This is an optimization exercise on Yosys and OpenROAD, whose aim is small area, not a production implementation. Where RTL was checked, it was by simulation tests only, not by an equivalence proof against the original.

Setup of the previous run:
## fft_stage0
module fft_stage0 (
    input  logic                                clk,
    input  logic                                rst,
    input  logic                                valid,
    input  logic [4*2*9-1:0]  din,
    output logic [4*2*10-1:0] bfly_p,
    output logic [4*2*10-1:0] bfly_n,
    output logic                                out_valid
);
==> module fft_stage0, before the edit <==
module fft_stage0 (
    input  logic                                clk,
    input  logic                                rst,
    input  logic                                valid,
    input  logic [4*2*9-1:0]  din,
    output logic [4*2*10-1:0] bfly_p,
    output logic [4*2*10-1:0] bfly_n,
    output logic                                out_valid
);
    localparam int IW    = 9;
    localparam int OW    = 10;
    localparam int NP    = 2 * 4;   
    localparam int VW    = NP * IW;
    localparam int BLOCK = 2 * 8;
    localparam int IDX_W = $clog2(BLOCK);
    localparam int LO    = 6;                
    localparam int HI    = IW - LO;          
    localparam int SW    = LO + (LO - 1) + 2 + 2 * HI;
    localparam int KW    = SW - IW;          
    logic [IDX_W-1:0] idx;      
    logic             compute;  
    logic             fill_q;   
    logic             cmp_q;    
    logic             hold_q;   
    logic             rot_q;    
    logic             rot_qq;   
    assign compute = valid && idx[IDX_W-1];
    always_ff @(posedge clk or negedge rst) begin
        if (!rst) begin
            idx       <= '0;
            fill_q    <= 1'b0;
            cmp_q     <= 1'b0;
            hold_q    <= 1'b1;
            out_valid <= 1'b0;
        end else begin
            if (valid) begin
                idx <= idx + 1'b1;
            end
            fill_q    <= valid && !compute;
            cmp_q     <= compute;
            hold_q    <= !valid;
            out_valid <= cmp_q;  
        end
    end
    always_ff @(posedge clk) begin
        rot_q  <= idx[IDX_W-1] && idx[IDX_W-2];
        rot_qq <= rot_q;
    end
    logic [VW-1:0] cur;                   
    logic [VW-1:0] dly [1:8];    
    logic [VW-1:0] st_lo;                 
    logic [NP*KW-1:0] st_hi_d, res_q;     
    always_ff @(posedge clk) begin
        cur <= din;
    end
    always_ff @(posedge clk) begin
        dly[1] <= ({VW{cmp_q}} & st_lo) | ({VW{fill_q}} & cur) | ({VW{hold_q}} & dly[1]);
        for (int i = 2; i <= 8; i++) begin
            dly[i] <= ({VW{fill_q | cmp_q}} & dly[i-1]) | ({VW{hold_q}} & dly[i]);
        end
    end
    always_ff @(posedge clk) begin
        res_q <= st_hi_d;
    end
    for (genvar j = 0; j < NP; j++) begin : g_p1
        logic [IW-1:0] a, b;
        logic [LO-1:0] s, d;
        logic [LO:0]   cs, cd;
        assign a = dly[8][j*IW +: IW];
        assign b = cur[j*IW +: IW];
        bfly_ha i_s0 (.x(a[0]), .y(b[0]), .s(s[0]), .co(cs[1]));
        if (j % 2 == 1) begin : g_re
            assign cd[1] = rot_q ? (a[0] & !b[0]) : (a[0] | !b[0]);
        end else begin : g_im
            assign cd[1] = a[0] | !b[0];
        end
        for (genvar i = 1; i < LO; i++) begin : g_bit
            bfly_fa i_s (.x(a[i]), .y(b[i]),  .ci(cs[i]), .s(s[i]), .co(cs[i+1]));
            bfly_fa i_d (.x(a[i]), .y(!b[i]), .ci(cd[i]), .s(d[i]), .co(cd[i+1]));
        end
        assign d[0] = 1'b0;  
        assign st_lo[j*IW +: IW]   = {b[IW-1:LO], a[IW-1:LO], s[IW-2*HI-1:0]};
        assign st_hi_d[j*KW +: KW] = {cs[LO], cd[LO], d[LO-1:1], s[LO-1:IW-2*HI]};
    end
    logic [OW-1:0] sum [NP];
    logic [OW-1:0] dif [NP];
    for (genvar j = 0; j < NP; j++) begin : g_p2
        logic [HI-1:0] ah, bh, sh, dh;
        logic [LO-1:0] s, d;
        logic [HI:0]   cs, cd;
        assign {bh, ah, s[IW-2*HI-1:0]}             = dly[1][j*IW +: IW];
        assign {cs[0], cd[0], d[LO-1:1], s[LO-1:IW-2*HI]} = res_q[j*KW +: KW];
        assign d[0] = (j % 2 == 1 && rot_qq) ? !s[0] : s[0];
        for (genvar i = 0; i < HI; i++) begin : g_bit
            bfly_fa i_s (.x(ah[i]), .y(bh[i]),  .ci(cs[i]), .s(sh[i]), .co(cs[i+1]));
            bfly_fa i_d (.x(ah[i]), .y(!bh[i]), .ci(cd[i]), .s(dh[i]), .co(cd[i+1]));
        end
        assign sum[j] = {(ah[HI-1] & bh[HI-1])  | (!cs[HI-1] & (ah[HI-1] | bh[HI-1])),  sh, s};
        assign dif[j] = {(ah[HI-1] & !bh[HI-1]) | (!cd[HI-1] & (ah[HI-1] | !bh[HI-1])), dh, d};
    end
    for (genvar l = 0; l < 4; l++) begin : g_lane
        assign bfly_p[l*2*OW+OW +: OW] = sum[2*l+1];
        assign bfly_p[l*2*OW    +: OW] = sum[2*l];
        assign bfly_n[l*2*OW+OW +: OW] = rot_qq ? dif[2*l]    : dif[2*l+1];
        assign bfly_n[l*2*OW    +: OW] = rot_qq ? ~dif[2*l+1] : dif[2*l];
    end
endmodule
==> flow/config.mk <==
export PLATFORM = sky130hd
export DESIGN_NAME = fft_stage0
export DESIGN_NICKNAME = fft_stage0
export VERILOG_FILES = /design/flow/design.v
export SDC_FILE = /design/flow/constraint.sdc
export NUM_CORES = 4
export LEC_CHECK = 0
export CAP_MARGIN = 20
export CORE_MARGIN = 2
export CORE_UTILIZATION = 80
export SLEW_MARGIN = 20
export SYNTH_HIERARCHICAL = 1
==> flow/constraint.sdc <==
create_clock -name core_clock -period 3.2 [get_ports {clk}]
set_input_delay 0.6400 -clock core_clock [delete_from_list [all_inputs] [get_ports {clk}]]
set_output_delay 0.6400 -clock core_clock [all_outputs]
set_load 0.01 [all_outputs]
standard.sh (not shown) runs the stock make flow with config.mk's settings and CLKGATE_MAP_FILE= SYNTH_SCRIPT=/design/flow/synth_recipe.tcl, a recipe that flattens the netlist after the stock synthesis.
==> flow/flow/run.sh <==
#!/bin/bash
# The standard layout with two changes:
#  - the port buffers are made from the smallest buffer cell;
#  - the clock tree uses larger sink clusters and no dummy loads.
# Each step's full output is in orfs/logs/; make's output in standard.log.
set -euo pipefail
bash standard.sh \
  "BUFFER_PORTS_ARGS=-buffer_cell sky130_fd_sc_hd__buf_1" \
  "CTS_ARGS=-sink_clustering_enable -repair_clock_nets -dont_use_dummy_load -sink_clustering_size 16 -sink_clustering_max_diameter 60 -buf_list sky130_fd_sc_hd__clkbuf_8" \
  finish > standard.log 2>&1
The previous run completed end to end; final checks failed (setup timing).
--- input diff the previous run..the current run ---
diff --git a/flow/design.v b/flow/design.v
--- a/flow/design.v
+++ b/flow/design.v
@@ -30,11 +30,11 @@
     localparam int OW    = 10;
     localparam int NP    = 2 * 4;   
     localparam int VW    = NP * IW;
     localparam int BLOCK = 2 * 8;
     localparam int IDX_W = $clog2(BLOCK);
-    localparam int LO    = 6;                
+    localparam int LO    = 7;                
     localparam int HI    = IW - LO;          
     localparam int SW    = LO + (LO - 1) + 2 + 2 * HI;
     localparam int KW    = SW - IW;          
     logic [IDX_W-1:0] idx;      
     logic             compute;  
@@ -112,12 +112,12 @@
         assign d[0] = (j % 2 == 1 && rot_qq) ? !s[0] : s[0];
         for (genvar i = 0; i < HI; i++) begin : g_bit
             bfly_fa i_s (.x(ah[i]), .y(bh[i]),  .ci(cs[i]), .s(sh[i]), .co(cs[i+1]));
             bfly_fa i_d (.x(ah[i]), .y(!bh[i]), .ci(cd[i]), .s(dh[i]), .co(cd[i+1]));
         end
-        assign sum[j] = {(ah[HI-1] & bh[HI-1])  | (!cs[HI-1] & (ah[HI-1] | bh[HI-1])),  sh, s};
-        assign dif[j] = {(ah[HI-1] & !bh[HI-1]) | (!cd[HI-1] & (ah[HI-1] | !bh[HI-1])), dh, d};
+        assign sum[j] = {ah[HI-1] ^ bh[HI-1] ^ cs[HI], sh, s};
+        assign dif[j] = {ah[HI-1] ^ !bh[HI-1] ^ cd[HI], dh, d};
     end
     for (genvar l = 0; l < 4; l++) begin : g_lane
         assign bfly_p[l*2*OW+OW +: OW] = sum[2*l+1];
         assign bfly_p[l*2*OW    +: OW] = sum[2*l];
         assign bfly_n[l*2*OW+OW +: OW] = rot_qq ? dif[2*l]    : dif[2*l+1];
==> comparison <==
- The current run completed every stage of the flow, and the final layout passed the timing, DRC and antenna checks.
- The layout from the previous run, despite a flow that completed every stage, fails the layout checks, with the failing checks listed as setup timing.
- Note that the final weighted congestion in routability-driven placement recorded for the current run amounts to 0.918 times the value seen in the previous run.
- Routed wire in the current run totals more than in the previous run.
- The run showing the greater fraction of layout instances using a drive strength above 1 is the previous run.
- Relative to the previous run, the total area of multi-input combinational cells of the current run is higher by 1.9%.
- Wire length of the first global-routing pass: the current run worse than the previous run
- | post-synthesis instance area | lower: the previous run |
For the previous run, only the layout was checked, not whether the RTL still works.

[what the ideal ports hide]
Ports are ideal in the flow. The routed layouts listed here were re-timed in OpenROAD. Step 1 assumes that a clkbuf_16 drives the clock port and a buf_2 every other input. Step 2 moves the port delays by t, midway between the first and last clock arrival at a register: inputs arrive t later, outputs are due t later. That takes back most of the time a late clock gives input paths. Three values: ideal ports, drivers, drivers and shift; two values: the first two.
run	t (ns)	setup WS [ns]	worst setup path at the end	worst slew at a driven data input, ns	cell pins on the clock port's net
the previous run	0.637	-0.079 / -0.133 / 0.227	register to register	0.09	1
the current run	0.645	0.060 / 0.010 / 0.066	register to register	0.12	1
